Background: an optimization exercise with open tools, aiming at small area, a short achievable clock period and few clock cycles. Do not read the settings as production practice. At most, simulation tests tie the RTL to the original design; equivalence was not proved. Power is estimated from default activity; no workload was simulated.

==> inputs of v38 <==
==> flow/design.v (excerpt) <==
module segment_reassembly_engine (
    input  logic              i_clk,
    input  logic              i_rst_n,
    input  logic              i_cfg_we,
    input  logic [3:0]        i_cfg_data,
    input  logic              i_in_valid,
    output logic              o_in_ready,
    input  logic [8:0]        i_in_word,
    output logic              o_out_valid,
    input  logic              i_out_ready,
    output logic [57:0]       o_out_word
);
    logic        skid_v;
    logic [8:0]  skid_w;
    logic        h_valid, h_wv, h_bad;
    logic [7:0]  h_data;
    logic [3:0]  r_stream;
    logic [2:0]  hp;           
    logic        match;
    logic        acc_en;       
    logic        first;        
    logic        s_big;        
    logic [10:0] s;            
    logic [15:0] r_total;
    logic [15:0] r_size;
    logic [3:0]  r_format;
    logic        started;
    logic [10:0] count;
    logic        r_complete;
    logic [15:0] rem;
    logic [25:0] acc;
    logic        bad_r, eq0_r, eq1_r;
    logic [2:0]  mstep;        
    logic        restart;      
    logic        busy;
    logic [1023:0] ring;       
    logic [2:0]  ph;
    logic [2:0]  clr_cnt;
    logic        clr;
    logic        r_hit, r_hv;
    logic        pend_v;
    logic [1:0]  pend_hi;
    logic [8:0]  w;
    logic [7:0]  b;
    logic        fs, avail, go;
    logic [2:0]  hp_n;
    logic        is_p1, is_p2, is_p3, is_p4, is_p5, is_p6, is_pay;
    assign w      = skid_v ? skid_w : i_in_word;
    assign b      = w[8:1];
    assign fs     = w[0];
    assign hp_n   = fs ? 3'd0 : ((hp == 3'd7) ? 3'd7 : hp + 3'd1);
    assign is_p1  = !fs && match && (hp == 3'd0);
    assign is_p2  = !fs && match && (hp == 3'd1);
    assign is_p3  = !fs && match && (hp == 3'd2);
    assign is_p4  = !fs && match && (hp == 3'd3);
  ...
Settings: LEC_CHECK=0, CAP_MARGIN=20, CORE_MARGIN=2, CORE_UTILIZATION=40, SETUP_SLACK_MARGIN=5, SLEW_MARGIN=20; clock period 9.0 ns.
run.sh (not shown) runs the stock make flow with config.mk's settings and CLKGATE_MAP_FILE= SYNTH_SCRIPT=/design/flow/synth_recipe.tcl, a recipe that flattens the netlist after the stock synthesis.
==> inputs of v24, as changes to v38 <==
--- a/flow/design.v
+++ b/flow/design.v
@@ -37,16 +37,30 @@
     output logic              o_in_ready,
     input  logic [8:0]        i_in_word,
     output logic              o_out_valid,
     input  logic              i_out_ready,
     output logic [57:0]       o_out_word
 );
-    logic        skid_v;
-    logic [8:0]  skid_w;
-    logic        h_valid, h_wv, h_bad;
-    logic [7:0]  h_data;
+    logic       skid_v;
+    logic [8:0] skid_w;
+    logic [8:0] w;
+    logic [7:0] b;
+    logic       fs;
+    logic       avail, go, busy;
+    logic       h_valid;
+    assign o_in_ready = !skid_v;
+    assign avail      = skid_v | i_in_valid;
+    assign go         = i_rst_n & !busy & avail & (!h_valid | i_out_ready);
+    assign w          = skid_v ? skid_w : i_in_word;
+    assign b          = w[8:1];
+    assign fs         = w[0];
+    always_ff @(posedge i_clk) begin
+        if (!i_rst_n) skid_v <= 1'b0;
+        else          skid_v <= avail & !go;
+        if (!skid_v) skid_w <= i_in_word;
+    end
     logic [3:0]  r_stream;
     logic [2:0]  hp;           
     logic        match;
     logic        acc_en;       
     logic        first;        
     logic        s_big;        
@@ -56,108 +70,92 @@
     logic [3:0]  r_format;
     logic        started;
     logic [10:0] count;
     logic        r_complete;
     logic [15:0] rem;
     logic [25:0] acc;
-    logic        bad_r, eq0_r, eq1_r;
-    logic [2:0]  mstep;        
-    logic        restart;      
-    logic        busy;
-    logic [1023:0] ring;       
-    logic [2:0]  ph;
-    logic [2:0]  clr_cnt;
-    logic        clr;
-    logic        r_hit, r_hv;
-    logic        pend_v;
-    logic [1:0]  pend_hi;
-    logic [8:0]  w;
-    logic [7:0]  b;
-    logic        fs, avail, go;
     logic [2:0]  hp_n;
     logic        is_p1, is_p2, is_p3, is_p4, is_p5, is_p6, is_pay;
-    assign w      = skid_v ? skid_w : i_in_word;
-    assign b      = w[8:1];
-    assign fs     = w[0];
     assign hp_n   = fs ? 3'd0 : ((hp == 3'd7) ? 3'd7 : hp + 3'd1);
     assign is_p1  = !fs && match && (hp == 3'd0);
     assign is_p2  = !fs && match && (hp == 3'd1);
     assign is_p3  = !fs && match && (hp == 3'd2);
     assign is_p4  = !fs && match && (hp == 3'd3);
     assign is_p5  = !fs && match && (hp == 3'd4);
     assign is_p6  = !fs && match && (hp == 3'd5);
     assign is_pay = !fs && (hp[2:1] == 2'b11);
-    assign o_in_ready = !skid_v;
-    assign avail      = skid_v | i_in_valid;
-    assign go         = !busy & avail & (!h_valid | i_out_ready) & !(pend_v & is_p2);
-    always_ff @(posedge i_clk) begin
-        if (!i_rst_n) skid_v <= 1'b0;
-        else          skid_v <= avail & !go;
-        if (!skid_v) skid_w <= i_in_word;
-    end
-    logic [10:0] cnt_base, cnt_inc;
-    logic        bad_c, newseg, dup;
-    assign cnt_base = started ? count : 11'd0;
-    assign cnt_inc  = cnt_base + 11'd1;
+    logic        bad_c;
+    logic [10:0] cnt_base;
+    logic        eq0, eq1;
+    logic        rem_nz;
     assign bad_c    = s_big || (s == 11'd0) || (s > 11'd1024) ||
                       ({5'd0, s} > r_total);
-    always_ff @(posedge i_clk) begin
-        bad_r <= bad_c;
-        eq0_r <= ({5'd0, cnt_base} == r_total);
-        eq1_r <= ({5'd0, cnt_inc} == r_total);
-    end
-    logic [127:0] taps0, taps4, set_r;
-    logic         tapval, ph_now, pend_fire;
-    logic [7:0]   row_sel;
-    logic [15:0]  col_sel;
+    assign cnt_base = started ? count : 11'd0;
+    assign eq0      = ({5'd0, cnt_base} == r_total);
+    assign eq1      = ({5'd0, cnt_base} + 16'd1 == r_total);
+    assign rem_nz   = (rem != 16'd0);
+    logic [1023:0] ring;         
+    logic [255:0]  taps;
+    logic [255:0]  set_r;
+    logic [1:0]    ph;
+    logic [1:0]    clr_cnt;
+    logic          clr;
+    logic          tapmux;
+    logic          r_hit, r_hv;
+    logic          pend_v;
+    logic [1:0]    pend_hi;
+    logic          ph_now, set_now, pend_fire, set_fire, dup, newseg;
+    logic [15:0]   row_sel, col_sel;
+    assign clr = !i_rst_n || (clr_cnt != 2'd0);
     genvar gi;
     generate
-        for (gi = 0; gi < 128; gi++) begin : g_ring
-            assign taps0[gi] = ring[8*gi];
-            assign taps4[gi] = ring[8*gi+4];
+        for (gi = 0; gi < 256; gi++) begin : g_ring
+            assign taps[gi]  = ring[4*gi];
             assign set_r[gi] = row_sel[gi/16] & col_sel[gi%16];
             always_ff @(posedge i_clk) begin
-                ring[8*gi+7 -: 8] <= {(ring[8*gi] & !clr) | set_r[gi], ring[8*gi+7 -: 7]};
+                ring[4*gi+3 -: 4] <= {(ring[4*gi] & !clr) | set_r[gi], ring[4*gi+3 -: 3]};
             end
         end
     endgenerate
-    assign ph_now    = (ph[1:0] == s[8:7]);
-    assign tapval    = ((ph[2] == s[9]) ? taps0[s[6:0]] : taps4[s[6:0]]) & !clr;
-    assign dup       = r_hv ? r_hit : tapval;
-    assign newseg    = !bad_r && !dup;
-    assign pend_fire = pend_v && (ph == {pend_hi, s[7]});
+    assign tapmux    = taps[s[7:0]];
+    assign ph_now    = (ph == s[9:8]);
+    assign dup       = r_hv ? r_hit : tapmux;
+    assign newseg    = !bad_c && !dup;
+    assign set_now   = go && is_p6 && !bad_c && ph_now;
+    assign pend_fire = pend_v && (ph == pend_hi);
+    assign set_fire  = set_now || pend_fire;
     always_comb begin
         row_sel = '0;
         col_sel = '0;
-        row_sel[s[6:4]] = pend_fire;
+        row_sel[s[7:4]] = set_fire;
         col_sel[s[3:0]] = 1'b1;
     end
     always_ff @(posedge i_clk) begin
         if (!i_rst_n) begin
-            ph      <= 3'd0;
-            clr_cnt <= 3'd7;
-            clr     <= 1'b1;
+            ph      <= 2'd0;
+            clr_cnt <= 2'd3;
             pend_v  <= 1'b0;
         end else begin
-            ph <= ph + 3'd1;
-            if (clr_cnt != 3'd0) clr_cnt <= clr_cnt - 3'd1;
-            else                 clr     <= 1'b0;
-            if (go && is_p6 && !bad_r) begin
+            ph <= ph + 2'd1;
+            if (clr_cnt != 2'd0) clr_cnt <= clr_cnt - 2'd1;
+            if (go && is_p6 && !bad_c && !ph_now) begin
                 pend_v  <= 1'b1;
                 pend_hi <= s[9:8];
             end else if (pend_fire) begin
                 pend_v  <= 1'b0;
             end
         end
         if (go && is_p2) begin
             r_hv <= 1'b0;
         end else if (ph_now) begin
             r_hv  <= 1'b1;
-            r_hit <= tapval;
-        end
-    end
+            r_hit <= tapmux;
+        end
+    end
+    logic [2:0]  mstep;          
+    logic        restart;        
     logic        mode0;
     logic [25:0] op_a, op_x, op_y, csa_s, csa_c, sum;
     logic        cin;
     logic [1:0]  dig;
     assign mode0 = restart || (match && hp == 3'd1);
     always_comb begin
@@ -184,12 +182,14 @@
         end
         csa_s = op_a ^ op_x ^ op_y;
         csa_c = {(op_a[24:0] & op_x[24:0]) | (op_a[24:0] & op_y[24:0]) |
                  (op_x[24:0] & op_y[24:0]), 1'b0};
         sum   = csa_s + csa_c + {25'd0, cin};
     end
+    logic       h_wv, h_bad;
+    logic [7:0] h_data;
     always_ff @(posedge i_clk) begin
         if (!i_rst_n) begin
             r_stream   <= 4'd1;
             hp         <= 3'd0;
             match      <= 1'b0;
             acc_en     <= 1'b0;
@@ -244,22 +244,22 @@
                         rem         <= {r_size[15:8], b};
                     end else begin
                         rem         <= r_size;
                     end
                     acc_en     <= newseg;
                     first      <= newseg;
-                    count      <= newseg ? cnt_inc : cnt_base;
-                    r_complete <= newseg ? eq1_r : eq0_r;
-                end
-                if (is_pay && acc_en && (rem != 16'd0)) begin
+                    count      <= cnt_base + {10'd0, newseg};
+                    r_complete <= newseg ? eq1 : eq0;
+                end
+                if (is_pay && acc_en && rem_nz) begin
                     rem   <= rem - 16'd1;
                     first <= 1'b0;
                 end
-                h_wv   <= is_pay && acc_en && (rem != 16'd0);
-                h_data <= (is_pay && acc_en && (rem != 16'd0)) ? b : 8'd0;
-                h_bad  <= is_p6 && bad_r;
+                h_wv   <= is_pay && acc_en && rem_nz;
+                h_data <= (is_pay && acc_en && rem_nz) ? b : 8'd0;
+                h_bad  <= is_p6 && bad_c;
             end
         end
     end
     assign o_out_valid = h_valid;
     assign o_out_word  = {h_wv,
                           acc & {26{h_wv}},
--- a/flow/config.mk
+++ b/flow/config.mk
@@ -5,8 +5,7 @@
 export SDC_FILE = /design/flow/constraint.sdc
 export NUM_CORES = 4
 export LEC_CHECK = 0
 export CAP_MARGIN = 20
 export CORE_MARGIN = 2
 export CORE_UTILIZATION = 40
-export SETUP_SLACK_MARGIN = 5
 export SLEW_MARGIN = 20
==> out/summary.txt <==
==============================================================
Seq area share ..................................        59.5%
Setup Buffers After CTS .........................           37
Antenna Cells ...................................            0
Net switching component of the power ............      2.48 mW
Most repeated library cell on the critical path . sky130_fd_sc_hd__ha_4
Run status ......................................  timing/DRC/antenna clean
Met2 global-route usage .........................        29.8%
==============================================================
[end of results for v38]
==> out/summary.txt <==
========================================================================
Net switching component of the power ......................      2.38 mW
Fraction of the mapped netlist area in simple logic gates .        8.99%
Vias in the first global route ............................       20,900
Met2 global-route usage ...................................        28.8%
Predominant post-synthesis flop cell ...................... sky130_fd_sc_hd__dfxtp_1
Final setup vio count .....................................            0
Run status ................................................  timing/DRC/antenna clean
========================================================================
[end of results for v24]
Testbench counts of v24, summed over its fixed seeds: cycles 101,035.
For v38, only the layout was checked, not whether the RTL still works.

## port drivers added, routing unchanged
In the flow no input, the clock included, has a driving cell. The finished layouts below were timed again as built, in two steps.
Step 1 (the two cells are an assumption about what drives the block):
set clk [get_ports {i_clk}]
set_driving_cell -lib_cell sky130_fd_sc_hd__clkbuf_16 $clk
set_driving_cell -lib_cell sky130_fd_sc_hd__buf_2 [delete_from_list [all_inputs] $clk]
Step 2 moves the port delays by t, midway between the first and last clock arrival at a register: inputs arrive t later, outputs are due t later. That takes back most of the time a late clock gives input paths.
Slacks: no drivers / after step 1 / after step 2; pairs: no drivers / after step 1.
| run | shift t [ns] | setup WS [ns] | hold WS [ns] | latest minus earliest clock arrival (ns) |
|---|---|---|---|---|
| v38 | 0.722 | 4.470 / 4.470 / 4.450 | 0.297 / 0.297 / 0.297 | 0.053 / 0.053 |
| v24 | 0.726 | 2.752 / 2.752 / 2.752 | 0.300 / 0.300 / 0.300 | 0.054 / 0.054 |
After both steps every run listed still meets setup and hold. The setup slack of v38, which loses most, moves by 0.000 ns with the drivers and by -0.020 ns with both steps.
